This is an optimization exercise on Yosys and OpenROAD, whose aim is small area, a short achievable clock period and few clock cycles per item, not a production implementation. At most, simulation tests tie the RTL to the original design; equivalence was not proved. The RTL of runs 1 and 2 was laid out without a check of its function. Power is estimated from default activity; no workload was simulated.

==> flow/design.v <==
package muldiv_pkg;
    localparam logic [2:0] F3_MUL    = 3'b000;
    localparam logic [2:0] F3_MULH   = 3'b001;
    localparam logic [2:0] F3_MULHSU = 3'b010;
    localparam logic [2:0] F3_MULHU  = 3'b011;
    localparam logic [2:0] F3_DIV    = 3'b100;
    localparam logic [2:0] F3_DIVU   = 3'b101;
    localparam logic [2:0] F3_REM    = 3'b110;
    localparam logic [2:0] F3_REMU   = 3'b111;
endpackage
module md_adder
#(
    parameter int unsigned N = 37
) (
    input  logic [N-1:0] x,
    input  logic [N-1:0] y,
    input  logic         ci,
    output logic [N-1:0] s
);
    localparam int unsigned L = $clog2(N);
    logic [N-1:0] g0, p0, c;
    logic [N-1:0] G [0:2*L-1];
    logic [N-1:0] P [0:2*L-1];
    always_comb begin
        g0    = x & y;
        p0    = x ^ y;
        g0[0] = (x[0] & y[0]) | (ci & p0[0]);
        G[0]  = g0;
        P[0]  = p0;
        for (int l = 0; l < L; l++) begin
            G[l+1] = G[l];
            P[l+1] = P[l];
            for (int i = 0; i < N; i++) begin
                if (((i + 1) % (2 ** (l + 1))) == 0 && i >= 2 ** l) begin
                    G[l+1][i] = G[l][i] | (P[l][i] & G[l][i-2**l]);
                    P[l+1][i] = P[l][i] & P[l][i-2**l];
                end
            end
        end
        for (int l = L - 1; l >= 1; l--) begin
            G[2*L-l] = G[2*L-l-1];
            P[2*L-l] = P[2*L-l-1];
            for (int i = 0; i < N; i++) begin
                if (((i + 1) % (2 ** l)) == (2 ** (l - 1)) && i >= 2 ** l) begin
                    G[2*L-l][i] = G[2*L-l-1][i] | (P[2*L-l-1][i] & G[2*L-l-1][i-2**(l-1)]);
                    P[2*L-l][i] = P[2*L-l-1][i] & P[2*L-l-1][i-2**(l-1)];
                end
            end
        end
        c = G[2*L-1];
        s = p0 ^ {c[N-2:0], ci};
    end
endmodule
module muldiv_seq
#(
    parameter int unsigned XLEN       = 32,
    parameter int unsigned MUL_STAGES = 2
) (
    input  logic            clk,
    input  logic            rst_n,
    input  logic            req_valid,
    output logic            req_ready,
    input  logic [XLEN-1:0] a,
    input  logic [XLEN-1:0] b,
    input  logic [2:0]      funct3,
    input  logic            flush,
    output logic            resp_valid,
    input  logic            resp_ready,
    output logic [XLEN-1:0] res,
    output logic            busy
);
    logic        busy_q, rv_q;
    logic        p_mul_q, p_m9_q, p_nega_q, p_cmp0_q, p_cmp_q, p_div_q, p_fix_q, p_done_q;
    logic        p_mul_d, p_m9_d, p_nega_d, p_cmp0_d, p_cmp_d, p_div_d, p_fix_d, p_done_d;
    logic        one0_q, two0_q, inv0_q, one1_q, two1_q, inv1_q, xinv_q;
    logic        one0_d, two0_d, inv0_d, one1_d, two1_d, inv1_d, xinv_d;
    logic        xhi_q, xhi4_q, xdiv_q, xlo_q;
    logic        xhi_d, xhi4_d, xdiv_d, xlo_d;
    logic [4:0]  cnt_q, cnt_d;
    logic        selhi_q, selhi_d;    
    logic        isrem_q, isrem_d;    
    logic        negq_q, negq_d;      
    logic        negr_q, negr_d;      
    logic        x9_q, x9_d;          
    logic [32:0] A_q, A_d;            
    logic [33:0] HI_q, HI_d;          
    logic [31:0] LO_q, LO_d;
    assign req_ready  = !busy_q && !flush;
    assign busy       = busy_q;
    assign resp_valid = rv_q;
    assign res        = selhi_q ? HI_q[31:0] : LO_q;
    logic [36:0] X, A37, A37x2, PP0, PP1, PP1s, S, C, Cs, sum;
    logic        sgn;
    logic        s0, s1, s2, s3;
    always_comb begin
        X = ({37{xhi_q}}  & {{3{HI_q[33]}}, HI_q})
          | ({37{xhi4_q}} & {7'd0, HI_q[33:4]})
          | ({37{xdiv_q}} & {{2{HI_q[33]}}, HI_q, LO_q[31]})
          | ({37{xlo_q}}  & {5'd0, LO_q});
        X = X ^ {37{xinv_q}};
        A37   = {{4{A_q[32]}}, A_q};
        A37x2 = {A37[35:0], 1'b0};
        PP0 = (({37{one0_q}} & A37) | ({37{two0_q}} & A37x2)) ^ {37{inv0_q}};
        PP1 = (({37{one1_q}} & A37) | ({37{two1_q}} & A37x2)) ^ {37{inv1_q}};
        s0 = inv0_q;
        s1 = inv1_q;
        s2 = inv1_q | xinv_q;
        s3 = inv1_q;
        PP1s = {PP1[34:0], s1, s0};
        S  = X ^ PP0 ^ PP1s;
        C  = (X & PP0) | (X & PP1s) | (PP0 & PP1s);
        Cs = {C[35:0], s2};
        sum = add_s;
        sgn = sum[36];
    end
    logic [36:0] add_s;
    md_adder #(.N(37)) u_add (.x(S), .y(Cs), .ci(s3), .s(add_s));
    logic is_div, sdiv, a_neg, b_neg, bnz;
    always_comb begin
        is_div = funct3[2];
        sdiv   = funct3[2] & ~funct3[0];
        a_neg  = a[31];
        b_neg  = b[31];
        bnz    = |b;
    end
    function automatic logic [2:0] booth(input logic [2:0] bb);
        booth[2] = bb[1] ^ bb[0];
        booth[1] = (bb[2] & ~bb[1] & ~bb[0]) | (~bb[2] & bb[1] & bb[0]);
        booth[0] = bb[2] & ~(bb[1] & bb[0]);
    endfunction
    logic last;
    assign last = (cnt_q == 5'd0);
    logic       cmp_any, cmp_lim, f_cmp0, f_rneg, f_rcor, f_quo, dlast, mstep;
    logic [2:0] bo0, bo1, bi0, bi1;
    always_comb begin
        cmp_any = p_cmp0_q | p_cmp_q;
        cmp_lim = p_cmp_q & (cnt_q == 5'd27);        
        mstep   = p_mul_q & ~last;
        dlast   = p_div_q & last;
        f_cmp0  = p_cmp0_q & isrem_q & negr_q;        
        f_rneg  = dlast & isrem_q & negr_q;           
        f_rcor  = dlast & isrem_q & ~negr_q;          
        f_quo   = dlast & ~isrem_q & negq_q;          
        bo0     = booth(LO_q[5:3]);
        bo1     = booth(LO_q[7:5]);
        bi0     = booth({a[1:0], 1'b0});
        bi1     = booth(a[3:1]);
        if (!busy_q) begin
            selhi_d  = funct3[1] | (~funct3[2] & funct3[0]);
            isrem_d  = funct3[2] & funct3[1];
            negq_d   = sdiv & (a_neg ^ b_neg) & bnz;
            negr_d   = sdiv & a_neg;
            x9_d     = (funct3 == muldiv_pkg::F3_MULHU) && a_neg;
            cnt_d    = is_div ? 5'd31 : 5'd7;
            p_mul_d  = ~is_div;
            p_m9_d   = 1'b0;
            p_nega_d = is_div & sdiv & a_neg;
            p_cmp0_d = is_div & ~(sdiv & a_neg);
            p_cmp_d  = 1'b0;
            p_div_d  = 1'b0;
            p_fix_d  = 1'b0;
            p_done_d = 1'b0;
            xhi_d    = 1'b1;
            xhi4_d   = 1'b0;
            xdiv_d   = 1'b0;
            xlo_d    = 1'b0;
            xinv_d   = is_div & sdiv & a_neg;
            one0_d   = is_div ? ~(sdiv & a_neg) : bi0[2];
            two0_d   = ~is_div & bi0[1];
            inv0_d   = is_div ? ~(sdiv & (a_neg | b_neg)) : bi0[0];
            one1_d   = ~is_div & bi1[2];
            two1_d   = ~is_div & bi1[1];
            inv1_d   = ~is_div & bi1[0];
        end else begin
            selhi_d  = selhi_q | f_quo;
            isrem_d  = isrem_q;
            negq_d   = negq_q;
            negr_d   = negr_q;
            x9_d     = x9_q;
            cnt_d    = p_cmp_q ? cnt_q + 5'd4 :
                       (p_mul_q | p_div_q) ? cnt_q - 5'd1 : cnt_q;
            p_mul_d  = mstep;
            p_m9_d   = p_mul_q & last & x9_q;
            p_nega_d = 1'b0;
            p_cmp0_d = p_nega_q;
            p_cmp_d  = cmp_any & ~cmp_lim & ~sgn;
            p_div_d  = (p_div_q & ~last) | (p_cmp_q & (cmp_lim | sgn));
            p_fix_d  = f_rneg | f_quo | (sgn ? (f_cmp0 | f_rcor) : 1'b0);
            p_done_d = p_done_q | p_fix_q | p_m9_q | (p_mul_q & last & ~x9_q)
                     | (dlast & ~isrem_q & ~negq_q)
                     | (sgn ? (p_cmp0_q & ~f_cmp0) : (f_rcor));
            xhi_d    = p_mul_q | p_nega_q | f_rneg | (sgn ? (f_cmp0 | f_rcor) : 1'b0);
            xhi4_d   = cmp_any & ~cmp_lim & ~sgn;
            xdiv_d   = (p_div_q & ~last) | (p_cmp_q & (cmp_lim | sgn));
            xlo_d    = f_quo;
            xinv_d   = f_quo | f_rneg | (sgn & f_cmp0);
            one0_d   = (mstep & bo0[2]) | (p_mul_q & last & x9_q) | p_nega_q | (p_div_q & ~f_rneg & ~f_quo)
                     | (sgn ? (p_cmp_q | (p_cmp0_q & ~f_cmp0) | f_rneg) : cmp_any);
            two0_d   = mstep & bo0[1];
            inv0_d   = (mstep & bo0[0]) | ((p_nega_q | p_cmp_q) & ~A_q[32])
                     | (sgn ? ((p_cmp0_q & ~f_cmp0 & ~A_q[32]) | (p_div_q & ~last & A_q[32])
                               | (f_rcor & A_q[32]) | (f_rneg & ~A_q[32]))
                            : ((p_cmp0_q & ~A_q[32]) | (p_div_q & ~last & ~A_q[32])));
            one1_d   = mstep & bo1[2];
            two1_d   = mstep & bo1[1];
            inv1_d   = mstep & bo1[0];
        end
    end
    logic        hs_load, hs_mul, hs_sum, hs_cmp, hs_hold, ls_div, ls_hold;
    logic [33:0] hi_load;
    logic [31:0] lo_load;
    always_comb begin
        hs_load = !busy_q;
        hs_mul  = busy_q & p_mul_q;
        hs_sum  = busy_q & (p_m9_q | p_nega_q | p_div_q | p_fix_q);
        hs_cmp  = busy_q & p_cmp_q;
        hs_hold = busy_q & ~(p_mul_q | p_m9_q | p_nega_q | p_div_q | p_fix_q | p_cmp_q);
        ls_div  = busy_q & p_div_q;
        ls_hold = busy_q & ~(p_mul_q | p_cmp_q | p_div_q);
        hi_load = is_div ? {{2{sdiv & a_neg}}, a} : 34'd0;
        lo_load = is_div ? 32'd0 : a;
        A_d  = busy_q ? A_q : {((funct3 == muldiv_pkg::F3_MULH) || sdiv) && b_neg, b};
        HI_d = ({34{hs_mul}}  & {sum[36], sum[36:4]})
             | ({34{hs_sum}}  & sum[33:0])
             | ({34{hs_cmp}}  & {4'd0, HI_q[33:4]})
             | ({34{hs_hold}} & HI_q)
             | ({34{hs_load}} & hi_load);
        LO_d = ({32{hs_mul}}  & {sum[3:0], LO_q[31:4]})
             | ({32{hs_cmp}}  & {HI_q[3:0], LO_q[31:4]})
             | ({32{ls_div}}  & {LO_q[30:0], ~sgn})
             | ({32{ls_hold}} & LO_q)
             | ({32{hs_load}} & lo_load);
    end
    always_ff @(posedge clk or negedge rst_n) begin
        if (!rst_n) begin
            busy_q <= 1'b0;
            rv_q   <= 1'b0;
        end else begin
            if (flush) begin
                busy_q <= 1'b0;
                rv_q   <= 1'b0;
            end else if (!busy_q) begin
                busy_q <= req_valid;
                rv_q   <= 1'b0;
            end else if (rv_q) begin
                if (resp_ready) begin
                    busy_q <= 1'b0;
                    rv_q   <= 1'b0;
                end
            end else begin
                rv_q <= p_done_d;
            end
        end
    end
    always_ff @(posedge clk) begin
        {p_mul_q, p_m9_q, p_nega_q, p_cmp0_q, p_cmp_q, p_div_q, p_fix_q, p_done_q} <=
            {p_mul_d, p_m9_d, p_nega_d, p_cmp0_d, p_cmp_d, p_div_d, p_fix_d, p_done_d};
        {one0_q, two0_q, inv0_q, one1_q, two1_q, inv1_q, xinv_q} <=
            {one0_d, two0_d, inv0_d, one1_d, two1_d, inv1_d, xinv_d};
        {xhi_q, xhi4_q, xdiv_q, xlo_q} <= {xhi_d, xhi4_d, xdiv_d, xlo_d};
        cnt_q   <= cnt_d;
        selhi_q <= selhi_d;
        isrem_q <= isrem_d;
        negq_q  <= negq_d;
        negr_q  <= negr_d;
        x9_q    <= x9_d;
        A_q     <= A_d;
        HI_q    <= HI_d;
        LO_q    <= LO_d;
    end
endmodule
==> flow/flow/run.sh <==
#!/bin/bash
# The standard ORFS layout (the standard.sh) with two changes in how the
# layout is made: ports are buffered with sky130_fd_sc_hd__buf_1, and timing repair aims
# 6 ns below the clock period. The 10.5 ns clock, I/O delays and loads in
# constraint.sdc are unchanged.
set -euo pipefail
sed -e 's/SETUP_SLACK_MARGIN=[0-9.]*/SETUP_SLACK_MARGIN=6/' \
    -e 's/"\${@:-finish}"/BUFFER_PORTS_ARGS="-buffer_cell sky130_fd_sc_hd__buf_1" "\${@:-finish}"/' \
    standard.sh > standard_mod.sh
bash standard_mod.sh > flow_make.log 2>&1
==> flow/standard.sh <==
#!/bin/bash
# synth_recipe.tcl (not shown) runs the flow's synth.tcl, then flattens the netlist and writes it again
# the make line also repeats each setting of config.mk as NAME=value (left out here)
make -C /OpenROAD-flow-scripts/flow DESIGN_CONFIG=/design/flow/config.mk WORK_HOME=/design/flow/orfs CLKGATE_MAP_FILE= SYNTH_SCRIPT=/design/flow/synth_recipe.tcl "${@:-finish}"
==> flow/config.mk <==
export PLATFORM = sky130hd
export DESIGN_NAME = muldiv_seq
export DESIGN_NICKNAME = muldiv_seq
export VERILOG_FILES = /design/flow/design.v
export SDC_FILE = /design/flow/constraint.sdc
export NUM_CORES = 4
export LEC_CHECK = 0
export CAP_MARGIN = 20
export CORE_MARGIN = 2
export CORE_UTILIZATION = 50
export CTS_BUF_LIST = sky130_fd_sc_hd__clkbuf_8
export SETUP_SLACK_MARGIN = 5
export SLEW_MARGIN = 20
==> flow/constraint.sdc <==
create_clock -name core_clock -period 10.5 [get_ports {clk}]
set_input_delay 2.1000 -clock core_clock [delete_from_list [all_inputs] [get_ports {clk}]]
set_output_delay 2.1000 -clock core_clock [all_outputs]
set_load 0.01 [all_outputs]
==> results of run 1 <==
cell usage after synthesis (2+ instances only):
cell,instances
sky130_fd_sc_hd__o211ai_1,5
sky130_fd_sc_hd__xnor2_1,77
sky130_fd_sc_hd__o211a_1,2
sky130_fd_sc_hd__and2_1,4
sky130_fd_sc_hd__a221o_1,8
sky130_fd_sc_hd__nand3b_1,2
sky130_fd_sc_hd__or3_1,2
sky130_fd_sc_hd__nor2_1,31
sky130_fd_sc_hd__o31ai_1,2
sky130_fd_sc_hd__a31oi_1,5
sky130_fd_sc_hd__o21a_1,3
sky130_fd_sc_hd__dfrtp_1,2
sky130_fd_sc_hd__a22o_1,33
sky130_fd_sc_hd__a221oi_1,35
sky130_fd_sc_hd__edfxtp_1,42
sky130_fd_sc_hd__nand2b_1,4
sky130_fd_sc_hd__o31a_1,3
sky130_fd_sc_hd__a21oi_1,47
sky130_fd_sc_hd__nor3_1,5
sky130_fd_sc_hd__and3_1,2
sky130_fd_sc_hd__nor2b_1,3
sky130_fd_sc_hd__clkbuf_1,71
sky130_fd_sc_hd__mux2_2,32
sky130_fd_sc_hd__nand3_1,2
sky130_fd_sc_hd__a222oi_1,30
sky130_fd_sc_hd__ha_1,45
sky130_fd_sc_hd__buf_2,4
sky130_fd_sc_hd__inv_1,77
sky130_fd_sc_hd__o2111ai_1,6
sky130_fd_sc_hd__o21bai_1,4
sky130_fd_sc_hd__a21oi_2,3
sky130_fd_sc_hd__xor2_1,48
sky130_fd_sc_hd__nor4_1,9
sky130_fd_sc_hd__fa_1,54
sky130_fd_sc_hd__nand2_1,102
sky130_fd_sc_hd__dfxtp_1,84
sky130_fd_sc_hd__nand4_1,7
sky130_fd_sc_hd__a21o_1,9
sky130_fd_sc_hd__o21ai_0,77
sky130_fd_sc_hd__a22oi_1,99
sky130_fd_sc_hd__buf_1,11
sky130_fd_sc_hd__a21bo_2,2
sky130_fd_sc_hd__and3_2,2
power by group:
group / switching (mW) / leakage, nW / internal [mW]
logic: 2.04 / 3.33 / 1.60
registers: 0.249 / 1.15 / 0.633
clock network: 0.218 / 0.203 / 0.217
total: 2.50 / 4.69 / 2.45
area by class of cell:
cell class	count	area [um^2]
fillers	1815	8220
multi-input cells	830	7340
flip-flops and latches	128	3030
repair buffers	141	748
well taps	270	338
inverters	77	293
clock buffers	18	248
clock inverters	14	140
repair inverters	1	7.51
cell families after synthesis:
| group | synth area share (%) |
|---|---|
| compound gates | 27.4 |
| buf+inv | 6.03 |
| flops | 28.7 |
| mux | 3.55 |
| simple gates | 8.04 |
| fa+ha+maj | 15.8 |
| xor+xnor | 10.5 |
critical path: stages:
cell and delay, ns:
sky130_fd_sc_hd__buf_6 0.09, sky130_fd_sc_hd__nor2_2 0.05, sky130_fd_sc_hd__buf_2 0.14
per-stage QoR:
step / utilization, % / hold WS (ns) / cells / total power, mW
global route: 59.6 / 0.510 / 1479 / 5.30
detailed placement: 53.7 / 0.481 / 1423 / 3.90
floorplan: - / 0.446 / 1122 / 2.94
global placement: 53.7 / 0.475 / 1423 / 3.88
CTS: 57.7 / 0.494 / 1467 / 4.56
finish: 59.6 / 0.492 / 1479 / 4.95
registers in the layout, summed over array words and instances, names as in the netlist, 5 cells and up:
| name | flops |
|---|---|
| A_q | 33 |
| LO_q | 32 |
| cnt_q | 5 |
| HI_q | 34 |
placed cells by master (no fill, tap or decap), types with 33 or more instances in the layout:
cell type	count
sky130_fd_sc_hd__fa_1	48
sky130_fd_sc_hd__xnor2_1	68
sky130_fd_sc_hd__o21ai_0	69
sky130_fd_sc_hd__edfxtp_1	42
sky130_fd_sc_hd__a22o_1	33
sky130_fd_sc_hd__a21oi_1	41
sky130_fd_sc_hd__inv_1	75
sky130_fd_sc_hd__a22oi_1	99
sky130_fd_sc_hd__xor2_1	48
sky130_fd_sc_hd__buf_1	104
sky130_fd_sc_hd__nand2_1	101
sky130_fd_sc_hd__ha_1	36
sky130_fd_sc_hd__dfxtp_1	74
worst max path at each step:
stage | startpoint | slack, ns | cells past startpoint | endpoint
final | flush | 6.01 | 3 | req_ready
after global routing | xlo_q$_SDFF_PN0_ | 5.91 | 19 | HI_q[19]$_DFF_P_
after CTS | xlo_q$_SDFF_PN0_ | 5.95 | 19 | HI_q[19]$_DFF_P_
after detailed placement | inv1_q$_DFF_P_ | 5.10 | 18 | HI_q[19]$_DFF_P_
after global placement | inv1_q$_DFF_P_ | 5.25 | 18 | HI_q[19]$_DFF_P_
after floorplan | xhi4_q$_SDFF_PN0_ | 6.05 | 19 | HI_q[26]$_DFF_P_
metal layers:
layer  global-route usage, %  wire, um  up-vias  part of all wire (%)
li1                        -         -     4323                     -
met1                    42.6     14400     4583                    42
met2                    49.1     16100      430                    47
met3                    4.23      2500       55                   7.3
met4                    11.6      1020        2                   3.0
met5                       0        11        -                 0.032
what timing repair did:
item,CTS,global route
gates cloned,2,1
buffers inserted,10,11
pin swaps,16,44
resized for setup,62,53
setup endpoints to repair,42,17
==> run summary, run 1 <==
The run finished with no timing, DRC or antenna violations. The portion of the post-synthesis area used by sequential elements came out at 28.7%. After synthesis, the cell types taking the most area are sky130_fd_sc_hd__dfxtp_1, sky130_fd_sc_hd__edfxtp_1, sky130_fd_sc_hd__fa_1, sky130_fd_sc_hd__a22oi_1, sky130_fd_sc_hd__xnor2_1. The number of synthesized flops with an enable pin is 42.

Setup repair after global routing could not meet its margin everywhere. The share of layout cells above drive strength 1 came out at 16.9%. The static leakage came out at 4.69 nW.

The port buffer count is 106. The number of hold-slack violations in the final timing report is 0. The detailed router placed 9393 vias in this run.

The count of final max-slew check failures came to 0. The post-CTS clock slew at the launch and capture registers of the worst setup and hold paths is 0.09 ns. The pre-CTS setup slack came out at 5.10 ns. The synthesized flop and latch total is 128. The clock latency on the worst-skew pair came out at 0.47 ns.

After detailed routing, the number of remaining DRC violations is 0. STA classifies the critical path startpoint as an input pin. Entering global routing, the biggest net connects 51 pins. The placer congestion estimate is 0.900. The via count of the first global-routing pass came out at 8886.

The startpoint identified for the worst register-to-register timing path is xlo_q$_SDFF_PN0_. The yosys synthesis warning count came out at 4. The area inside the core boundary came out at 0.0204 mm^2.

The headroom to the max-slew limit came out at 31.5%. The length in cells of the worst reg-to-reg path came out at 16. The count of standard-cell rows came out at 52. The kind of path behind the tightest hold check is reg -> reg. The routed wire length per instance is 23.0 um. The share of synthesized registers carrying an async set or reset is 1.56%. The share of the synthesized area in the top cell type came out at 16.1%. In this run the critical register-to-register path is captured at HI_q[31]$_DFF_P_. For the worst setup path, the data required time is 8.40 ns.

The detail-routed via count per cell came out at 6.35. The number of clock buffers inserted by TritonCTS came out at 17. The total number of nets in the final design came out at 1367. In this run the power density over the cells is 407 mW/mm^2.

Of the available clock period, the critical path in the final layout requires 42.7%. The routed wire length came out at 34100 um. The endpoint type of the worst setup path is an output port. The highest fanout seen on the critical path came out at 2. Summed over all instances, the cell type with the most area after synthesis is sky130_fd_sc_hd__dfxtp_1. The instance count along the most critical hold path is 2. The standard cell area after detailed placement is 0.0109 mm^2. The critical path is of the in -> out type. The count of nets left with antenna violations once routing finished came out at 0. The number of H-tree branching levels came out at 4. The highest clock frequency the design can meet is 223 MHz.

The minimum period implied by the final worst setup slack came out at 4.49 ns. Relative to the synthesized area, the layout overhead comes to 16.6%. Setup violations remaining at the end of the flow were counted as 0. The number of ports placed on the die boundary came out at 107. Between clock sinks in the finished design, the worst skew comes to 0.0202 ns. The overall die area is 0.0220 mm^2. Summed over all failing endpoints, the final setup total negative slack is 0 ns. The cell sitting at the root of the clock tree is a sky130_fd_sc_hd__clkbuf_8.

The total of max-cap violations is 0. The starting density of the core is 51.2%. In the synthesized netlist the dominant register cell turns out to be sky130_fd_sc_hd__dfxtp_1.

The overall die height is 148 um. The maximum buffer depth of the clock tree came out at 2. The worst hold path begins at LO_q[1]$_DFF_P_.

The peak ir drop on the vdd network is 296 uV. The endpoint arrival time on the critical path came out at 2.39 ns. The flop-to-flop setup slack came out at 6.11 ns. The count of unique library cells instantiated by Yosys is 70. TritonCTS built the clock tree. The residual overflow from global routing came out at 0. The worst hold path terminates at LO_q[1]$_DFF_P_.

For this run, the total global-route usage over all layers was measured as 30.8%. The initial antenna violation count was 1. The repair_antennas step left the layout with diodes totalling 0.

The first TritonRoute pass finished after 8 iterations. The gate count after technology mapping came out at 1122. The hold-fix buffer count after cts is 0. The final worst setup slack came out at 6.01 ns. The HPWL after detailed placement is 24100 um.

Counting every net in the synthesized netlist gives 1293. The global-route wire length before repair came out at 51800 um. The width of the die came out at 148 um. For this block, the initial DRC count from the detailed router was 1151. For this design, the sink count on the clock tree is 128.

The post-route cell area is 0.0121 mm^2. Dividing the synthesized area by the synthesized cell count gives 9.29 um^2. For the pin with the worst max-slew slack, the measured transition is 1.02 ns.

The post-synthesis instance area came out at 0.0104 mm^2.
==> inputs of run 2 (changes only) <==
--- a/flow/config.mk
+++ b/flow/config.mk
@@ -7,7 +7,7 @@
 export LEC_CHECK = 0
 export CAP_MARGIN = 20
 export CORE_MARGIN = 2
-export CORE_UTILIZATION = 50
+export CORE_UTILIZATION = 35
 export CTS_BUF_LIST = sky130_fd_sc_hd__clkbuf_8
 export SETUP_SLACK_MARGIN = 5
 export SLEW_MARGIN = 20
==> run 2 against run 1 <==
Critical path depth is the same. Highest routed layer is now met4. Maximum frequency up 0.40%. Hold slack lost 0.0068 ns. Synthesized area stayed put. Global-route usage fell by 8.5 points. Register-to-register slack worse by 0.03 ns. Routed wire length rose by 2.9%. Sequential share of layout area shrank 0.47 points. Combinational power about the same. Setup slack gained 0.018 ns. Via count up 0.81%. Power fell by 0.52%.
==> run summary, run 2 <==
The run finished with no timing, DRC or antenna violations. The minimum period implied by the final worst setup slack came to 4.47 ns (-0.0178 ns). The initial DRC count came out at 1177 (+2.3%). STA classifies the critical path endpoint as an output port. The most used flip-flop cell after synthesis is sky130_fd_sc_hd__dfxtp_1. The buffers plus inverters on the worst setup path came out at 2 (unchanged). sky130_fd_sc_hd__nand2_1 is the most common cell in the netlist. Ranked by flip-flop count, first place goes to HI_q. The maximum buffer depth of the clock tree came to 2 (unchanged). The power per standard cell area is 400 mW/mm^2 (-1.9%). The share of layout cells above drive strength 1 came out at 17.4% (+0.57 points). The measured slew at the worst slew-check pin came out at 0.864 ns (-0.157 ns). The number of filler instances in the final layout came to 2921 (+61%). The all-layer global routing usage came out at 22.3% (-8.5 points). The largest registers in the layout are HI_q (34), A_q (33), LO_q (32). The starting density of the core came out at 35.3% (-16 points). The width of the die came out at 177 um (+19%). The count of standard-cell rows was 63 (+21%). The share of synthesized registers carrying an async set or reset is 1.56% (unchanged). The static leakage came out at 4.72 nW (+0.69%).

The number of synthesized flops with an enable pin is 42 (unchanged). The per-instance average area after synthesis came out at 9.29 um^2 (unchanged). The number of clock buffers inserted by TritonCTS came out at 17 (unchanged). The clock skew came out at 0.0154 ns (-0.00478 ns). The headroom to the max-slew limit came out at 42.4% (+11 points). The number of setup violations in the final report came out at 0 (unchanged). The yosys synthesis warning count came out at 4 (unchanged). The critical path goes through buf_6 > nor2_4 > buf_6. The number of nets still failing antenna checks after routing came out at 0 (unchanged). Setup repair after global routing could not meet its margin everywhere.

The count of final max-slew check failures came out at 0 (unchanged). The number of H-tree branching levels is 4 (unchanged). The count of unique library cells instantiated by Yosys is 70 (unchanged). TritonCTS built the clock tree. The final critical-path share of the clock period came out at 42.6% (-0.17 points). The initial antenna violation count came out at 0 (-1). The largest stage delay on the critical path was 0.10 ns (-0.04 ns). By count the netlist is led by sky130_fd_sc_hd__nand2_1, sky130_fd_sc_hd__a22oi_1, sky130_fd_sc_hd__dfxtp_1. Among all stages on the critical path, the largest delay is contributed by sky130_fd_sc_hd__buf_6. The number of ports placed on the die boundary is 107 (unchanged).

The number of hold-slack violations in the final timing report is 0 (unchanged). The share of the synthesized area in the top cell type came to 16.1% (unchanged). The post-synth net total is 1293 (unchanged).

The routed wire length per instance is 21.7 um (-5.6%). The HPWL after detailed placement is 24600 um (+2.0%). The overall power consumption is 4.92 mW (-0.52%). The total DRC errors in the routed layout came out at 0 (unchanged). Leaving out fill and tap cells, the most frequent cell in the layout is sky130_fd_sc_hd__buf_1. The post-synthesis instance area is 0.0104 mm^2 (unchanged). The area inside the core boundary was 0.0295 mm^2 (+45%). The port buffer count came to 106 (unchanged). The area of the multi-input gates was 0.00728 mm^2 (-0.94%).

The peak ir drop on the vdd network is 176 uV (-41%). The overall die height is 177 um (+19%). The hold-fix buffer count after cts came to 0 (unchanged). The number of detailed-routing iterations run before antenna repair came out at 7 (-1). The library cells used most frequently in the layout, excluding fill and tap cells, are sky130_fd_sc_hd__buf_1, sky130_fd_sc_hd__nand2_1, sky130_fd_sc_hd__a22oi_1. The clock latency on the worst-skew pair is 0.47 ns (about the same).

The CTS root buffer is sky130_fd_sc_hd__clkbuf_8. The portion of the post-synthesis area used by sequential elements is 28.7% (unchanged). By startpoint and endpoint, the worst setup path is classified as in -> out. The number of flip-flops under the largest register name is 34 (unchanged). The overall die area is 0.0312 mm^2 (+42%). The most used cell along the critical path is sky130_fd_sc_hd__buf_6. The sequential cell area in the final layout came out at 0.00301 mm^2 (-0.54%). The gate count after technology mapping came to 1122 (unchanged). The residual overflow from global routing came out at 0 (unchanged). The largest net degree at the start of global routing was 51 (unchanged). The path class of the tightest hold or removal check is reg -> reg.

The post-CTS clock slew at the launch and capture registers of the worst setup and hold paths is 0.08 ns (about the same). The total number of nets in the final design is 1379 (+0.88%). The global-route wire length before repair came out at 53300 um (+2.8%).

The via count of the first global-routing pass came out at 9111 (+2.5%). The TritonCTS sink count is 128 (unchanged). The vias after detailed routing came to 9469 (+0.81%). The detail-routed via count per cell is 5.87 (-7.5%). The setup TNS is 0 ns (unchanged).

The critical path required time came out at 8.40 ns (about the same). The worst setup path is launched from an input pin. Relative to the synthesized area, the layout overhead comes to 18.2%. The highest clock frequency the design can meet came to 224 MHz (+0.40%). The highest fanout seen on the critical path is 3 (+1). The routed wire length came to 35000 um (+2.9%). The total of max-cap violations came out at 0 (unchanged).

The leading area contributor after synthesis is sky130_fd_sc_hd__dfxtp_1. By area the synthesized netlist is led by sky130_fd_sc_hd__dfxtp_1, sky130_fd_sc_hd__edfxtp_1, sky130_fd_sc_hd__fa_1, sky130_fd_sc_hd__a22oi_1, sky130_fd_sc_hd__xnor2_1. The placer congestion estimate was 0.872 (-3.1%). The synthesized flop and latch total is 128 (unchanged).

Broken down by cell family, the worst path's largest delay share belongs to buffers and inverters. The endpoint arrival time on the critical path came to 2.37 ns (-0.02 ns).
[run 2: cell counts after synthesis]
Identical to the previous run, type by type.
[run 2: layout make-up]
cell class                 instances  area share (%)
multi-input combinational        830            59.1
sequential                       128            24.5
timing repair buffer             154            7.07
tap                              390            3.96
inverter                          77            2.38
clock buffer                      19            2.12
clock inverter                    13           0.914
antenna                            1          0.0203
[run 2: logic make-up (layout without fill, tap and decap cells)]
logic type / after synthesis / after routing / share of synthesized area (%)
buf+inv: 164 / 263 / 6.03
fa+ha+maj: 99 / 99 / 15.8
compound gates: 389 / 389 / 27.4
other cells: 0 / 1 / 0
simple gates: 184 / 184 / 8.04
mux: 33 / 33 / 3.55
flops: 128 / 128 / 28.7
xor+xnor: 125 / 125 / 10.5
[run 2: repair_timing]
action | 4_1_cts | 5_1_grt
gates resized for setup | 45 | 64
cloned | 1 | 1
setup buffers | 12 | 13
setup endpoints to repair | 43 | 20
pin swaps | 18 | 36
[run 2: worst paths after layout]
check | start | endpoint | slack [ns] | depth (start not counted)
max | flush | req_ready | 6.03 | 3
min | LO_q[1]$_DFF_P_ | LO_q[1]$_DFF_P_ | 0.48 | 2
max reg2reg | xlo_q$_SDFF_PN0_ | HI_q[22]$_DFF_P_ | 6.08 | 19
min reg2reg | LO_q[1]$_DFF_P_ | LO_q[1]$_DFF_P_ | 0.48 | 2
max in group asynchronous | rst_n | rv_q$_DFF_PN0_ | 8.95 | 1
min in group asynchronous | rst_n | busy_q$_DFF_PN0_ | 1.41 | 1
[run 2: tightest hold or removal path, stage by stage, from the launching register on]
cell,delay [ns]
sky130_fd_sc_hd__dfxtp_1,0.34
sky130_fd_sc_hd__nand2_1,0.06
sky130_fd_sc_hd__nand2_1,0.04
[run 2: through the flow]
step	setup WS, ns	hold slack, ns	cell area (um^2)	util (%)	instances
3_3_place_gp	5.03	0.467	11100	37.8	1550
3_5_place_dp	5.12	0.471	11100	37.8	1551
2_1_floorplan	6.05	0.446	10400	-	1122
6_report	6.03	0.485	12300	41.8	1612
5_1_grt	5.88	0.507	12300	41.8	1611
4_1_cts	5.99	0.480	11900	40.3	1596
[run 2: layer usage]
metal  GRT usage, %  share of wire [%]
met3           4.59                8.9
met4           6.37                2.0
met2           35.0                 46
met1           30.9                 43
met5              0                  0
[run 2: report_power, final]
group	switching, mW	internal [mW]	total (mW)	leakage, nW
Combinational	2.02	1.64	3.66	3.38
Clock	0.227	0.199	0.426	0.189
Sequential	0.209	0.631	0.840	1.15
==> inputs of run 3 (changes only) <==
--- a/flow/design.v
+++ b/flow/design.v
@@ -17,7 +17,8 @@
     input  logic         ci,
     output logic [N-1:0] s
 );
-    localparam int unsigned L = $clog2(N);
+    localparam int unsigned L = (N > 32) ? 6 : (N > 16) ? 5 : (N > 8) ? 4 :
+                                (N > 4) ? 3 : (N > 2) ? 2 : 1;
     logic [N-1:0] g0, p0, c;
     logic [N-1:0] G [0:2*L-1];
     logic [N-1:0] P [0:2*L-1];
--- a/flow/config.mk
+++ b/flow/config.mk
@@ -9,5 +9,6 @@
 export CORE_MARGIN = 2
 export CORE_UTILIZATION = 35
 export CTS_BUF_LIST = sky130_fd_sc_hd__clkbuf_8
+export GPL_TIMING_DRIVEN = 1
 export SETUP_SLACK_MARGIN = 5
 export SLEW_MARGIN = 20
==> run 3 against run 2 <==
Still clean. Flip-flop and latch count did not move. Via count unchanged. Routed wire length unchanged. Critical endpoint unchanged. Largest power group unchanged.
==> run summary, run 3 <==
The buffers plus inverters on the worst setup path came out at 2 (unchanged). The largest registers in the layout are HI_q (34), A_q (33), LO_q (32). By instance count, the leading cell after synthesis is sky130_fd_sc_hd__nand2_1. The largest stage delay on the critical path is 0.10 ns (about the same). The highest clock frequency the design can meet is 224 MHz (unchanged). The clock tree from TritonCTS is done.

The measured slew at the worst slew-check pin is 0.864 ns (unchanged). The maximum buffer depth of the clock tree came out at 2 (unchanged). The portion of the post-synthesis area used by sequential elements is 28.7% (unchanged). The TritonCTS sink count came to 128 (unchanged).

In the layout the commonest cells are sky130_fd_sc_hd__buf_1, sky130_fd_sc_hd__nand2_1, sky130_fd_sc_hd__a22oi_1. The number of standard cells in the layout, taps in and fillers out came out at 1612 (unchanged). The number of nets still failing antenna checks after routing came out at 0 (unchanged).

The endpoint type of the worst setup path is an output port. The post-CTS clock slew at the launch and capture registers of the worst setup and hold paths is 0.08 ns (about the same). The number of setup violations in the final report is 0 (unchanged). The via count of the first global-routing pass came out at 9111 (unchanged). The total number of nets in the final design is 1379 (unchanged). The global-route wire length before repair was 53300 um (unchanged). The number of ports placed on the die boundary came out at 107 (unchanged). The count of standard-cell rows is 63 (unchanged). For this run, the leading register cell type out of synthesis is sky130_fd_sc_hd__dfxtp_1. The routed wire length per instance came out at 21.7 um (unchanged). The gate count after technology mapping came out at 1122 (unchanged). The critical path required time came out at 8.40 ns (about the same).

The synthesized flop and latch total is 128 (unchanged). The kind of path behind the tightest hold check is reg -> reg. The headroom to the max-slew limit is 42.4% (unchanged). The width of the die is 177 um (unchanged). The area inside the core boundary came to 0.0295 mm^2 (unchanged). The total DRC errors in the routed layout came out at 0 (unchanged). The number of detailed-routing iterations run before antenna repair is 7 (unchanged). By count the netlist is led by sky130_fd_sc_hd__nand2_1, sky130_fd_sc_hd__a22oi_1, sky130_fd_sc_hd__dfxtp_1. The number of synthesized flops with an enable pin is 42 (unchanged).

The critical path goes through buf_6 > nor2_4 > buf_6. The setup TNS is 0 ns (unchanged). The largest net degree at the start of global routing came out at 51 (unchanged). The clock skew came out at 0.0154 ns (unchanged). The minimum period implied by the final worst setup slack is 4.47 ns (unchanged).

The top cell family by delay on the critical path is buffers and inverters. The initial antenna violation count came to 0 (unchanged). The static leakage is 4.72 nW (unchanged). The element type at the critical path start is an input pin.

The residual overflow from global routing is 0 (unchanged). The routed wire length is 35000 um (unchanged). The count of final max-slew check failures came out at 0 (unchanged). The post-synthesis instance area came to 0.0104 mm^2 (unchanged).

The share of the synthesized area in the top cell type is 16.1% (unchanged). The endpoint arrival time on the critical path came to 2.37 ns (about the same). The post-synth net total is 1293 (unchanged). The number of clock buffers inserted by TritonCTS is 17 (unchanged). The initial DRC count is 1177 (unchanged). The vias after detailed routing is 9469 (unchanged). The all-layer global routing usage is 22.3% (unchanged).

The sequential cell area in the final layout is 0.00301 mm^2 (unchanged). Setup repair after global routing could not meet its margin everywhere. The count of unique library cells instantiated by Yosys came to 70 (unchanged). The leading area contributor after synthesis is sky130_fd_sc_hd__dfxtp_1. The yosys synthesis warning count came out at 4 (unchanged). Leaving out fill and tap cells, the most frequent cell in the layout is sky130_fd_sc_hd__buf_1. The detail-routed via count per cell is 5.87 (unchanged). HI_q holds more flip-flops than any other register. The share of layout cells above drive strength 1 was 17.4% (unchanged). The number of H-tree branching levels is 4 (unchanged). The number of placed instances, taps included is 1551 (unchanged).

The number of filler instances in the final layout came out at 2921 (unchanged). The peak ir drop on the vdd network is 176 uV (unchanged). The number of flip-flops under the largest register name was 34 (unchanged). The total of max-cap violations is 0 (unchanged). The highest fanout seen on the critical path came out at 3 (unchanged). The number of hold-slack violations in the final timing report came out at 0 (unchanged).

The HPWL after detailed placement came out at 24600 um (unchanged). The area of the multi-input gates came out at 0.00728 mm^2 (unchanged). The port buffer count is 106 (unchanged). The overall die height came out at 177 um (unchanged).

The layout overhead on the synthesized area is 18.2% (unchanged). The starting density of the core is 35.3% (unchanged). The critical path in this run is classified as in -> out.

In this design, the critical path's most frequently occurring cell is sky130_fd_sc_hd__buf_6. The clock latency on the worst-skew pair is 0.47 ns (about the same). By area the synthesized netlist is led by sky130_fd_sc_hd__dfxtp_1, sky130_fd_sc_hd__edfxtp_1, sky130_fd_sc_hd__fa_1, sky130_fd_sc_hd__a22oi_1, sky130_fd_sc_hd__xnor2_1. The flow ran to the end and the layout has no timing, DRC or antenna violations. The share of synthesized registers carrying an async set or reset was 1.56% (unchanged). The worst-case hold slack came to 0.485 ns (unchanged). Clock tree synthesis selected as its root buffer the cell sky130_fd_sc_hd__clkbuf_8. The final critical-path share of the clock period came out at 42.6% (unchanged). The overall die area is 0.0312 mm^2 (unchanged). The per-instance average area after synthesis came to 9.29 um^2 (unchanged). The slowest stage of the critical path is the sky130_fd_sc_hd__buf_6 cell. The power per standard cell area came out at 400 mW/mm^2 (unchanged).

The placer congestion estimate is 0.872 (unchanged).
-- run 3: cell counts after synthesis --
No cell type changed its count.
-- run 3: path summary, 6_finish.rpt --
check	startpoint	end	slack (ns)	cells past startpoint
worst min-delay path	LO_q[1]$_DFF_P_	LO_q[1]$_DFF_P_	0.48	2
worst max register to register	xlo_q$_SDFF_PN0_	HI_q[22]$_DFF_P_	6.08	19
min in group asynchronous	rst_n	busy_q$_DFF_PN0_	1.41	1
worst max-delay path	flush	req_ready	6.03	3
max in group asynchronous	rst_n	rv_q$_DFF_PN0_	8.95	1
worst min register to register	LO_q[1]$_DFF_P_	LO_q[1]$_DFF_P_	0.48	2
-- run 3: final cells by class --
cell class	count	share of cell area (%)
antenna	1	0.0203
clock buffer	19	2.12
clock inverter	13	0.914
inverter	77	2.38
multi-input combinational	830	59.1
sequential	128	24.5
tap	390	3.96
timing repair buffer	154	7.07
-- run 3: repair_timing --
action / CTS / global route
hold buffers: 0 / 0
setup buffers: 12 / 13
pin swaps: 18 / 36
setup endpoints to repair: 43 / 20
gates resized for setup: 45 / 64
gates cloned: 1 / 1
-- run 3: layer usage --
layer  vias to the layer above  part of all wire [%]  GRT usage, %  wire [um]
met5                         -                     0             0          0
met4                         0                   2.0          6.37        703
met3                        57                   8.9          4.59       3120
met2                       458                    46          35.0      16000
met1                      4614                    43          30.9      15200
li1                       4340                     -             -          -
-- run 3: power by group --
group | internal (mW) | leakage, nW | switching, mW
Combinational | 1.64 | 3.38 | 2.02
Clock | 0.199 | 0.189 | 0.227
Sequential | 0.631 | 1.15 | 0.209
Total | 2.47 | 4.72 | 2.45
-- run 3: tightest hold or removal path, cell delays in order, from the launching register on --
cell and delay [ns]:
sky130_fd_sc_hd__dfxtp_1 0.34, sky130_fd_sc_hd__nand2_1 0.06, sky130_fd_sc_hd__nand2_1 0.04
-- run 3: kinds of logic after synthesis --
kind of cell	Yosys count	share of synthesized area [%]
compound gates	389	27.4
buf+inv	164	6.03
fa+ha+maj	99	15.8
mux	33	3.55
flops	128	28.7
simple gates	184	8.04
xor+xnor	125	10.5
-- run 3: metrics by stage --
stage	power, mW	util (%)	setup WS (ns)	cell area, um^2
finish	4.92	41.8	6.03	12300
global route	5.32	41.8	5.88	12300
CTS	4.46	40.3	5.99	11900
detailed placement	3.79	37.8	5.12	11100
global placement	3.75	37.8	5.03	11100
floorplan	2.94	-	6.05	10400
Testbench counts of run 3, summed over its fixed seeds: cycles 25,495, ops 2,400.
==> inputs of run 4 (changes only) <==
--- a/flow/config.mk
+++ b/flow/config.mk
@@ -9,6 +9,5 @@
 export CORE_MARGIN = 2
 export CORE_UTILIZATION = 35
 export CTS_BUF_LIST = sky130_fd_sc_hd__clkbuf_8
-export GPL_TIMING_DRIVEN = 1
 export SETUP_SLACK_MARGIN = 5
 export SLEW_MARGIN = 20
==> run 4 against run 3 <==
Critical path type unchanged. Flip-flop and latch count did not move. Highest routed layer unchanged. Power did not move. Via count did not move. Clock skew did not move. Die area did not move. Synthesized area did not move. Sequential share of layout area did not move.
==> run summary, run 4 <==
The run finished with no timing, DRC or antenna violations. The area inside the core boundary came out at 0.0295 mm^2 (unchanged). The count of unique library cells instantiated by Yosys is 70 (unchanged).

The clock skew came out at 0.0154 ns (unchanged). The number of H-tree branching levels came out at 4 (unchanged). The global-route wire length before repair came out at 53300 um (unchanged). The critical path goes through buf_6 > nor2_4 > buf_6.

The measured slew at the worst slew-check pin is 0.864 ns (unchanged). The element type at the critical path start is an input pin. The starting density of the core came out at 35.3% (unchanged).

The total DRC errors in the routed layout came out at 0 (unchanged). The TritonCTS sink count was 128 (unchanged). More flip-flops sit in one register than any other, and that register is HI_q. The portion of the post-synthesis area used by sequential elements was 28.7% (unchanged). In the final layout, the registers with the most flip-flops are HI_q (34), A_q (33), LO_q (32). The count of standard-cell rows came out at 63 (unchanged).

In this run the critical register-to-register path is captured at HI_q[22]$_DFF_P_. The residual overflow from global routing was 0 (unchanged). The sequential cell area in the final layout is 0.00301 mm^2 (unchanged). The width of the die came to 177 um (unchanged). The port buffer count came out at 106 (unchanged). The slowest stage cell on the critical path is sky130_fd_sc_hd__buf_6. The HPWL after detailed placement came out at 24600 um (unchanged). The largest stage delay on the critical path is 0.10 ns (about the same). The highest clock frequency the design can meet came out at 224 MHz (unchanged). The final critical-path share of the clock period is 42.6% (unchanged).

The detail-routed via count per cell came to 5.87 (unchanged). Setup repair after global routing could not meet its margin everywhere. The share of layout cells above drive strength 1 was 17.4% (unchanged). The number of synthesized flops with an enable pin came out at 42 (unchanged). The overall die height is 177 um (unchanged). The area of the multi-input gates is 0.00728 mm^2 (unchanged). The post-synth net total was 1293 (unchanged). The post-CTS clock slew at the launch and capture registers of the worst setup and hold paths came to 0.08 ns (about the same). The yosys synthesis warning count came out at 4 (unchanged). The per-instance average area after synthesis is 9.29 um^2 (unchanged). The maximum buffer depth of the clock tree is 2 (unchanged).

The number of placed instances, taps included is 1551 (unchanged). TritonCTS built the clock tree. The number of nets still failing antenna checks after routing came out at 0 (unchanged). The placer congestion estimate came out at 0.872 (unchanged). The headroom to the max-slew limit is 42.4% (unchanged). The share of the synthesized area in the top cell type is 16.1% (unchanged).

The total number of nets in the final design is 1379 (unchanged). The number of flip-flops under the largest register name is 34 (unchanged). Sorting the synthesized cells by area gives the leading types as sky130_fd_sc_hd__dfxtp_1, sky130_fd_sc_hd__edfxtp_1, sky130_fd_sc_hd__fa_1, sky130_fd_sc_hd__a22oi_1, sky130_fd_sc_hd__xnor2_1. The overall die area came out at 0.0312 mm^2 (unchanged).

The number of setup violations in the final report came to 0 (unchanged). The endpoint arrival time on the critical path is 2.37 ns (about the same). The startpoint identified for the worst hold timing path is LO_q[1]$_DFF_P_. The flop-to-flop setup slack came out at 6.08 ns (about the same). The hold-fix buffer count after cts came out at 0 (unchanged). The number of detailed-routing iterations run before antenna repair came to 7 (unchanged). Yosys instantiated no cell more often than sky130_fd_sc_hd__nand2_1. The initial antenna violation count was 0 (unchanged). The pre-CTS setup slack is 5.12 ns (unchanged). The critical path required time is 8.40 ns (about the same).

The number of ports placed on the die boundary is 107 (unchanged). The via count of the first global-routing pass is 9111 (unchanged). The final worst setup slack came out at 6.03 ns (unchanged).

The static leakage is 4.72 nW (unchanged). The layout overhead on the synthesized area is 18.2% (unchanged). The critical path is of the in -> out type. The instance count along the most critical hold path is 2 (unchanged). The clock latency on the worst-skew pair was 0.47 ns (about the same).

The top cell types in the final layout, fill and taps aside, are sky130_fd_sc_hd__buf_1, sky130_fd_sc_hd__nand2_1, sky130_fd_sc_hd__a22oi_1. The endpoint of the worst hold path is LO_q[1]$_DFF_P_. The worst-case hold slack is 0.485 ns (unchanged). The post-synthesis instance area is 0.0104 mm^2 (unchanged). Counting instances in the post-synthesis netlist gives the leading cell types as sky130_fd_sc_hd__nand2_1, sky130_fd_sc_hd__a22oi_1, sky130_fd_sc_hd__dfxtp_1. The number of filler instances in the final layout is 2921 (unchanged). The length in cells of the worst reg-to-reg path came out at 19 (unchanged). By instance count, the cell type seen most on the critical path is sky130_fd_sc_hd__buf_6.

The tightest min-delay check is of the reg -> reg type. The setup TNS is 0 ns (unchanged). The peak ir drop on the vdd network came out at 176 uV (unchanged). The number of clock buffers inserted by TritonCTS is 17 (unchanged). The synthesized flop and latch total was 128 (unchanged). The total of max-cap violations is 0 (unchanged). STA classifies the critical path endpoint as an output port. The initial DRC count came out at 1177 (unchanged). The synthesized design spends more area on one cell type than any other, namely sky130_fd_sc_hd__dfxtp_1. The count of final max-slew check failures came out at 0 (unchanged). The routed wire length came out at 35000 um (unchanged). The routed wire length per instance came out at 21.7 um (unchanged). The all-layer global routing usage was 22.3% (unchanged). The number of standard cells in the layout, taps in and fillers out is 1612 (unchanged). The commonest non-fill, non-tap cell in the layout is sky130_fd_sc_hd__buf_1.

The largest net degree at the start of global routing is 51 (unchanged). The minimum period implied by the final worst setup slack is 4.47 ns (unchanged). The cell sitting at the root of the clock tree is a sky130_fd_sc_hd__clkbuf_8. The vias after detailed routing came out at 9469 (unchanged). The launching point of the worst reg2reg path is xlo_q$_SDFF_PN0_. The highest fanout seen on the critical path came out at 3 (unchanged).

The share of synthesized registers carrying an async set or reset is 1.56% (unchanged). The gate count after technology mapping came out at 1122 (unchanged). The power per standard cell area is 400 mW/mm^2 (unchanged).

Among all flip-flop cells after synthesis, the most frequent one is sky130_fd_sc_hd__dfxtp_1. The number of hold-slack violations in the final timing report is 0 (unchanged).
==> run 4: metal layers <==
layer	part of all wire [%]	vias to the layer above	GRT usage, %
met1	43	4614	30.9
met2	46	458	35.0
met5	0	-	0
met3	8.9	57	4.59
li1	-	4340	-
met4	2.0	0	6.37
==> run 4: per-stage QoR <==
step / instance area (um^2) / power, mW / utilization (%)
detailed placement: 11100 / 3.79 / 37.8
global placement: 11100 / 3.75 / 37.8
finish: 12300 / 4.92 / 41.8
CTS: 11900 / 4.46 / 40.3
floorplan: 10400 / 2.94 / -
global route: 12300 / 5.32 / 41.8
==> run 4: worst max-delay path: cells and delay by family <==
family / cells / cell delay (ns)
buf+inv: 2 / 0.20
simple gates: 1 / 0.07
==> run 4: worst max path at each step <==
stage / startpoint / endpoint / slack, ns / cells past startpoint
floorplan: xhi4_q$_SDFF_PN0_ / HI_q[26]$_DFF_P_ / 6.05 / 19
global placement: inv1_q$_DFF_P_ / HI_q[19]$_DFF_P_ / 5.03 / 18
detailed placement: xdiv_q$_SDFF_PN0_ / HI_q[27]$_DFF_P_ / 5.12 / 20
CTS: xlo_q$_SDFF_PN0_ / HI_q[27]$_DFF_P_ / 5.99 / 20
global route: xlo_q$_SDFF_PN0_ / HI_q[22]$_DFF_P_ / 5.88 / 19
finish: flush / req_ready / 6.03 / 3
==> run 4: what timing repair did <==
action | CTS | global route
gates cloned | 1 | 1
buffers inserted | 12 | 13
gates resized for setup | 45 | 64
pin swaps | 18 | 36
setup endpoints to repair | 43 | 20
==> run 4: final cells by class <==
type | count | area share [%]
Timing Repair Buffer | 154 | 7.07
Clock buffer | 19 | 2.12
Tap cell | 390 | 3.96
Clock inverter | 13 | 0.914
Antenna cell | 1 | 0.0203
Multi-Input combinational cell | 830 | 59.1
Sequential cell | 128 | 24.5
Inverter | 77 | 2.38
==> run 4: logic make-up (layout without fill, tap and decap cells) <==
logic type      count (synthesis)  after routing  share of synthesized area (%)
other cells                     0              1                              0
compound gates                389            389                           27.4
mux                            33             33                           3.55
simple gates                  184            184                           8.04
flops                         128            128                           28.7
buf+inv                       164            263                           6.03
fa+ha+maj                      99             99                           15.8
xor+xnor                      125            125                           10.5
==> run 4: report_power, final <==
| part | switching (mW) | internal, mW | leakage [nW] |
|---|---|---|---|
| registers | 0.209 | 0.631 | 1.15 |
| logic | 2.02 | 1.64 | 3.38 |
| clock network | 0.227 | 0.199 | 0.189 |
==> inputs of run 5 (changes only) <==
==> flow/flow/run.sh (replaced) <==
#!/bin/bash
# The standard ORFS layout (the standard.sh) with two changes in how the
# layout is made: ports are buffered with sky130_fd_sc_hd__buf_1, and timing repair aims
# 6.3 ns below the clock period. The 10.5 ns clock, I/O delays and loads in
# constraint.sdc are unchanged.
set -euo pipefail
sed -e 's/SETUP_SLACK_MARGIN=[0-9.]*/SETUP_SLACK_MARGIN=6.3/' \
    -e 's/"\${@:-finish}"/BUFFER_PORTS_ARGS="-buffer_cell sky130_fd_sc_hd__buf_1" "\${@:-finish}"/' \
    standard.sh > standard_mod.sh
bash standard_mod.sh > flow_make.log 2>&1
==> run 5 against run 4 <==
Critical path depth did not move. Non-clock buffer count increased by 24. Register-to-register slack improved by 0.06 ns. Still clean on timing, DRC and antenna. Setup slack better by 0.0033 ns. Combinational power up 17%.
==> run summary, run 5 <==
The most frequent cell after synthesis is sky130_fd_sc_hd__nand2_1. The flow ran to the end and the layout has no timing, DRC or antenna violations. The TritonCTS sink count is 128 (unchanged). The share of the synthesized area in the top cell type is 16.1% (unchanged).

The number of nets still failing antenna checks after routing came out at 0 (unchanged). The per-instance average area after synthesis came out at 9.29 um^2 (unchanged). The overall die height came to 177 um (unchanged).

The measured slew at the worst slew-check pin is 0.823 ns (-0.0407 ns). The number of flip-flops under the largest register name is 34 (unchanged). The endpoint arrival time on the critical path came out at 2.37 ns (about the same). The number of antenna repair diodes is 0 (-1). The clock latency on the worst-skew pair came out at 0.48 ns (about the same). The total DRC errors in the routed layout is 0 (unchanged). The largest net degree at the start of global routing came to 51 (unchanged).

The gate count after technology mapping came out at 1122 (unchanged). The sequential cell area in the final layout is 0.00301 mm^2 (unchanged). Setup repair after global routing could not meet its margin everywhere. The number of ports placed on the die boundary is 107 (unchanged). The initial antenna violation count is 0 (unchanged). The share of layout cells above drive strength 1 was 22.5% (+5.0 points). The area of the multi-input gates came out at 0.00757 mm^2 (+4.1%).

The port buffer count is 106 (unchanged). For this run, the leading register cell type out of synthesis is sky130_fd_sc_hd__dfxtp_1. The vias after detailed routing is 9719 (+2.6%). The count of unique library cells instantiated by Yosys came to 70 (unchanged). The post-route cell area is 0.0129 mm^2 (+4.5%). The final critical-path share of the clock period is 42.5% (about the same). The global-route wire length before repair is 55700 um (+4.4%).

The highest clock frequency the design can meet came out at 224 MHz (about the same). The number of H-tree branching levels is 4 (unchanged). The headroom to the max-slew limit was 45.1% (+2.7 points). The minimum period implied by the final worst setup slack came out at 4.47 ns (-0.00334 ns). The static leakage was 4.87 nW (+3.3%). Counting flops per register, the top entry is HI_q. The power per standard cell area came to 435 mW/mm^2 (+8.8%).

The worst setup path is launched from an input pin. The post-CTS clock slew at the launch and capture registers of the worst setup and hold paths was 0.10 ns (+0.02 ns). The peak ir drop on the vdd network is 204 uV (+16%). TritonCTS built the clock tree. By startpoint and endpoint, the worst setup path is classified as in -> out.

The post-synthesis instance area is 0.0104 mm^2 (unchanged). The detail-routed via count per cell came out at 5.94 (+1.1%). The via count of the first global-routing pass came out at 9550 (+4.8%).

The synthesized flop and latch total came to 128 (unchanged). Sorting the synthesized cells by how often they occur yields sky130_fd_sc_hd__nand2_1, sky130_fd_sc_hd__a22oi_1, sky130_fd_sc_hd__dfxtp_1. Leaving out fill and tap cells, the most frequent cell in the layout is sky130_fd_sc_hd__buf_1. The area inside the core boundary is 0.0295 mm^2 (unchanged).

The maximum buffer depth of the clock tree is 2 (unchanged). The total of max-cap violations was 0 (unchanged). The hold-fix buffer count after cts is 0 (unchanged). The number of detailed-routing iterations run before antenna repair came out at 9 (+2). The all-layer global routing usage is 23.1% (+0.88 points). The width of the die is 177 um (unchanged).

The overall die area came out at 0.0312 mm^2 (unchanged). The kind of path behind the tightest hold check is reg -> reg. In the post-synthesis netlist, the biggest area contributors are sky130_fd_sc_hd__dfxtp_1, sky130_fd_sc_hd__edfxtp_1, sky130_fd_sc_hd__fa_1, sky130_fd_sc_hd__a22oi_1, sky130_fd_sc_hd__xnor2_1.

The routed wire length came out at 36600 um (+4.5%). The share of synthesized registers carrying an async set or reset was 1.56% (unchanged). The residual overflow from global routing was 0 (unchanged). The number of clock buffers inserted by TritonCTS came out at 17 (unchanged). The portion of the post-synthesis area used by sequential elements came out at 28.7% (unchanged). The initial DRC count was 1071 (-9.0%). The number of filler instances in the final layout is 2878 (-1.5%).

The placer congestion estimate is 0.886 (+1.6%). The yosys synthesis warning count is 4 (unchanged). The fraction of the core area covered by cells at the end of the flow came to 43.7% (+1.9 points). The standard cell area after detailed placement came out at 0.0112 mm^2 (+0.86%).

The starting density of the core came out at 35.3% (unchanged). The critical path required time is 8.40 ns (about the same). The leading area contributor after synthesis is sky130_fd_sc_hd__dfxtp_1. In the layout the commonest cells are sky130_fd_sc_hd__buf_1, sky130_fd_sc_hd__nand2_1, sky130_fd_sc_hd__a22oi_1. The count of standard-cell rows was 63 (unchanged).

The HPWL after detailed placement is 24900 um (+1.2%). Clock tree synthesis selected as its root buffer the cell sky130_fd_sc_hd__clkbuf_8. The routed wire length per instance came to 22.4 um (+3.0%). The post-synth net total came out at 1293 (unchanged). The layout overhead on the synthesized area came out at 23.5%. The count of final max-slew check failures is 0 (unchanged). The number of hold-slack violations in the final timing report was 0 (unchanged).

The clock skew came to 0.0159 ns (+0.000495 ns). The number of setup violations in the final report is 0 (unchanged). The largest registers in the layout are HI_q (34), A_q (33), LO_q (32). The endpoint type of the worst setup path is an output port. The number of synthesized flops with an enable pin came out at 42 (unchanged). The total number of nets in the final design is 1404 (+1.8%).

The highest fanout seen on the critical path came out at 2 (-1). The setup TNS is 0 ns (unchanged).
-- run 5: worst paths after layout --
kind                                  startpoint                to  slack (ns)  depth (start not counted)
worst max-delay path                       flush         req_ready        6.03                          3
worst min-delay path             LO_q[1]$_DFF_P_   LO_q[1]$_DFF_P_        0.49                          2
max in group asynchronous                  rst_n    rv_q$_DFF_PN0_        8.97                          1
worst min register to register   LO_q[1]$_DFF_P_   LO_q[1]$_DFF_P_        0.49                          2
min in group asynchronous                  rst_n  busy_q$_DFF_PN0_        1.39                          1
worst max register to register  xlo_q$_SDFF_PN0_  HI_q[18]$_DFF_P_        6.14                         19
-- run 5: logic make-up (layout without fill, tap and decap cells) --
group | count (synthesis) | after routing | share of synthesized area, %
AOI/OAI and AO/OA | 389 | 390 | 27.4
and+or+nand+nor | 184 | 184 | 8.04
buffers and inverters | 164 | 287 | 6.03
DFF | 128 | 128 | 28.7
xor gates and xnor gates | 125 | 125 | 10.5
adders and majority gates | 99 | 99 | 15.8
muxes | 33 | 33 | 3.55
-- run 5: power by group --
| part | switching, mW | total (mW) | leakage, nW | internal, mW |
|---|---|---|---|---|
| clock network | 0.253 | 0.452 | 0.201 | 0.199 |
| logic | 2.25 | 4.30 | 3.52 | 2.05 |
| registers | 0.211 | 0.843 | 1.15 | 0.631 |
| total | 2.72 | 5.60 | 4.87 | 2.88 |
-- run 5: routing by layer --
metal	track usage [%]	wire, um	up-vias
met2	37.4	16700	484
met3	4.22	2950	75
met1	31.1	15800	4764
met4	7.92	1150	0
li1	-	-	4396
met5	0	0	-
-- run 5: final cells by class --
cell class,instances,area share [%]
clock inverter,15,1.23
sequential,128,23.4
inverter,77,2.27
tap,390,3.79
timing repair buffer,178,8.63
clock buffer,17,1.82
multi-input combinational,831,58.8
-- run 5: stage by stage --
step	setup WS, ns	power [mW]	hold WS, ns	instances
2_1_floorplan	6.22	3.02	0.446	1122
3_3_place_gp	5.39	3.82	0.470	1551
3_5_place_dp	5.31	3.86	0.479	1551
4_1_cts	6.01	5.13	0.490	1624
5_1_grt	5.97	5.98	0.535	1636
6_report	6.03	5.60	0.494	1636
-- run 5: what timing repair did --
item / 4_1_cts / 5_1_grt
pin swaps: 84 / 39
endpoints found under the setup margin: 61 / 34
gates resized for setup: 120 / 43
cloned: 3 / 1
buffers inserted: 38 / 11
-- run 5: critical path, stage by stage --
cell                     delay [ns]
sky130_fd_sc_hd__buf_8         0.10
sky130_fd_sc_hd__nor2_4        0.07
sky130_fd_sc_hd__buf_6         0.10
==> inputs of run 6 (changes only) <==
==> flow/flow/run.sh (replaced) <==
#!/bin/bash
# The standard ORFS layout (the standard.sh) with two changes in how the
# layout is made: ports are buffered with sky130_fd_sc_hd__buf_1, and timing repair aims
# 5.6 ns below the clock period. The 10.5 ns clock, I/O delays and loads in
# constraint.sdc are unchanged.
set -euo pipefail
sed -e 's/SETUP_SLACK_MARGIN=[0-9.]*/SETUP_SLACK_MARGIN=5.6/' \
    -e 's/"\${@:-finish}"/BUFFER_PORTS_ARGS="-buffer_cell sky130_fd_sc_hd__buf_1" "\${@:-finish}"/' \
    standard.sh > standard_mod.sh
bash standard_mod.sh > flow_make.log 2>&1
==> run 6 against run 5 <==
Still clean. Clock skew is 0.0013 ns higher. Routed wire length decreased by 7.4%. Clock power increased by 3%. Setup slack lost 0.20 ns. Maximum frequency down 4.3%. Hold slack better by 0.0029 ns. Combinational power decreased by 29%. Sequential share of layout area up 2.4 points. Core utilization down 4.1 points. Critical path type is now reg -> reg. Largest power group unchanged.
==> run summary, run 6 <==
The static leakage came out at 4.50 nW (-7.7%). The headroom to the max-slew limit came out at 32.9% (-12 points). The number of ports placed on the die boundary is 107 (unchanged). The overall die area was 0.0312 mm^2 (unchanged). The residual overflow from global routing came out at 0 (unchanged).

The total of max-cap violations came out at 0 (unchanged). The cell-internal power is 2.12 mW (-26%). The routed wire length on met3 came out at 2950 um (-0.14%). The total number of nets in the final design came out at 1354 (-3.6%). The maximum buffer depth of the clock tree is 2 (unchanged). The count of standard-cell rows is 63 (unchanged). The placer congestion estimate is 0.873 (-1.4%). The number of flip-flops under the largest register name came out at 34 (unchanged).

The initial antenna violation count came out at 0 (unchanged). The element type at the critical path start is a flip-flop. By area, the combinational part of the netlist is dominated by compound AO/OA/AOI/OAI gates. The top layer reached by signal wires is met4. The routed wire length came out at 33900 um (-7.4%). The detail-routed via count per cell came out at 5.90 (-0.71%).

The share of the synthesized area in the top cell type came out at 16.1% (unchanged). The post-CTS clock slew at the launch and capture registers of the worst setup and hold paths came out at 0.10 ns (about the same). In the final layout, the registers with the most flip-flops are HI_q (34), A_q (33), LO_q (32).

The flop-to-flop setup slack is 5.83 ns (-0.31 ns). The synthesized flop and latch total was 128 (unchanged). The number of nets still failing antenna checks after routing is 0 (unchanged). The most critical setup path has its endpoint at HI_q[19]$_DFF_P_.

The clock latency on the worst-skew pair came out at 0.48 ns (about the same). The fraction of synthesized area in multiplexers was 3.55% (unchanged). The endpoint identified for the worst register-to-register timing path is HI_q[19]$_DFF_P_.

The endpoint type of the worst setup path is a flip-flop. The count of final max-slew check failures came out at 0 (unchanged). The number of antenna repair diodes is 0 (unchanged). The flow ran to the end and the layout has no timing, DRC or antenna violations.

The fraction of the mapped netlist area in compound gates came to 27.4% (unchanged). The TritonCTS sink count is 128 (unchanged). The HPWL after detailed placement came to 24700 um (-0.88%).

The worst register-to-register path begins at xlo_q$_SDFF_PN0_. The most common cell in the synthesized netlist is sky130_fd_sc_hd__nand2_1. The all-layer global routing usage was 21.7% (-1.4 points).

The area growth from synthesis to layout is 12.0%. The initial DRC count came out at 1243 (+16%). The global-route wire length before repair is 52400 um (-5.9%).

The gate count after technology mapping came out at 1122 (unchanged). The met2 wirelength from detailed routing is 15100 um (-9.7%). The final worst setup slack came out at 5.83 ns (-0.202 ns).

The number of detailed-routing iterations run before antenna repair is 8 (-1). The worst setup path is of the reg -> reg kind. The clock share of power is 10.7% (+2.6 points). The number of setup violations in the final report is 0 (unchanged).
run 6: worst min path at each step:
stage / depth (start not counted) / slack, ns / to / start
after floorplan: 2 / 0.45 / LO_q[1]$_DFF_P_ / LO_q[1]$_DFF_P_
after global placement: 2 / 0.48 / LO_q[1]$_DFF_P_ / LO_q[1]$_DFF_P_
after detailed placement: 2 / 0.49 / LO_q[1]$_DFF_P_ / LO_q[1]$_DFF_P_
after CTS: 2 / 0.50 / LO_q[1]$_DFF_P_ / LO_q[1]$_DFF_P_
after global routing: 2 / 0.53 / LO_q[2]$_DFF_P_ / LO_q[2]$_DFF_P_
final: 2 / 0.50 / LO_q[1]$_DFF_P_ / LO_q[1]$_DFF_P_
run 6: kinds of logic (layout without fill, tap and decap cells):
| group | after synthesis | in the layout |
|---|---|---|
| buf+inv | 164 | 238 |
| mux | 33 | 33 |
| compound gates | 389 | 389 |
| flops | 128 | 128 |
| fa+ha+maj | 99 | 99 |
| xor+xnor | 125 | 125 |
| simple gates | 184 | 184 |
run 6: final cells by class:
cell class | instances | area [um^2]
Clock buffer | 19 | 262
Tap cell | 390 | 488
Multi-Input combinational cell | 830 | 6890
Clock inverter | 13 | 149
Timing Repair Buffer | 129 | 589
Inverter | 77 | 289
Fill cell | 2946 | 17800
Sequential cell | 128 | 3010
run 6: layer usage:
metal  up-vias  global-route usage [%]
met4         0                    6.34
met1      4522                    30.9
met2       502                    33.5
met5         -                       0
met3        49                    3.94
li1       4282                       -
run 6: repair_timing:
action / CTS / global route
pin swaps: 0 / 3
endpoints found under the setup margin: 13 / 10
hold buffers: 0 / 0
buffers inserted: 0 / 3
gates resized for setup: 7 / 14
run 6: power groups by stage:
stage	combinational [mW]	clock, mW	sequential [mW]
6_report	3.06	0.467	0.834
5_1_grt	3.39	0.488	0.849
4_1_cts	2.97	0.470	0.820
3_5_place_dp	2.95	0	0.830
3_3_place_gp	2.91	0	0.832
2_1_floorplan	2.20	0	0.738
run 6: worst max-delay path: stages (launching register included):
cell and delay [ns]:
sky130_fd_sc_hd__dfxtp_1 0.31, sky130_fd_sc_hd__buf_4 0.24, sky130_fd_sc_hd__a22o_1 0.31, sky130_fd_sc_hd__a221oi_1 0.29, sky130_fd_sc_hd__xnor2_1 0.20, sky130_fd_sc_hd__fa_1 0.47
sky130_fd_sc_hd__ha_1 0.34, sky130_fd_sc_hd__a21oi_1 0.13, sky130_fd_sc_hd__o21ai_0 0.08, sky130_fd_sc_hd__o21bai_2 0.24, sky130_fd_sc_hd__o211ai_1 0.27, sky130_fd_sc_hd__nand2_1 0.12
sky130_fd_sc_hd__a21bo_2 0.23, sky130_fd_sc_hd__a21o_1 0.18, sky130_fd_sc_hd__a21o_1 0.19, sky130_fd_sc_hd__fa_1 0.47, sky130_fd_sc_hd__xnor2_2 0.17, sky130_fd_sc_hd__o21ai_0 0.12
sky130_fd_sc_hd__a21oi_1 0.12, sky130_fd_sc_hd__o21ai_0 0.08
run 6: through the flow:
| step | hold WS, ns | instances | util (%) | area, um^2 |
|---|---|---|---|---|
| after global placement | 0.476 | 1550 | 37.8 | 11100 |
| after CTS | 0.498 | 1582 | 39.2 | 11600 |
| after global routing | 0.526 | 1586 | 39.6 | 11700 |
| after detailed placement | 0.488 | 1550 | 37.8 | 11100 |
| final | 0.497 | 1586 | 39.6 | 11700 |
| after floorplan | 0.446 | 1122 | - | 10400 |

re-timing with driven ports:
The flow's constraints put no driver on any port. The routed layouts listed below were extracted and timed again, unchanged, in two steps.
Step 1 sets driving cells, clkbuf_16 on the clock port and buf_2 on the other inputs (assumed; they add their load-dependent delay and slew).
Step 2 also shifts input and output timing later by t, the mid clock arrival at the registers, as if the neighbouring blocks saw the same clock.
a / b / c = no drivers / after step 1 / after step 2; a / b = the first two.
| run | t, ns | setup WS [ns] | slew at the worst register clock pin (ns) |
|---|---|---|---|
| run 1 | 0.497 | 6.012 / 5.982 / 5.982 | 0.09 / 0.09 |
| run 2 | 0.508 | 6.030 / 5.995 / 5.995 | 0.09 / 0.09 |
| run 3 | 0.508 | 6.030 / 5.995 / 5.995 | 0.09 / 0.09 |
| run 4 | 0.508 | 6.030 / 5.995 / 5.995 | 0.09 / 0.09 |
| run 5 | 0.512 | 6.034 / 5.995 / 5.995 | 0.10 / 0.10 |
| run 6 | 0.518 | 5.832 / 5.832 / 5.832 | 0.10 / 0.10 |
After both steps setup and hold are still met in every run listed. For run 5, which loses most, drivers alone change the setup slack by -0.039 ns; drivers and shift together by -0.039 ns.
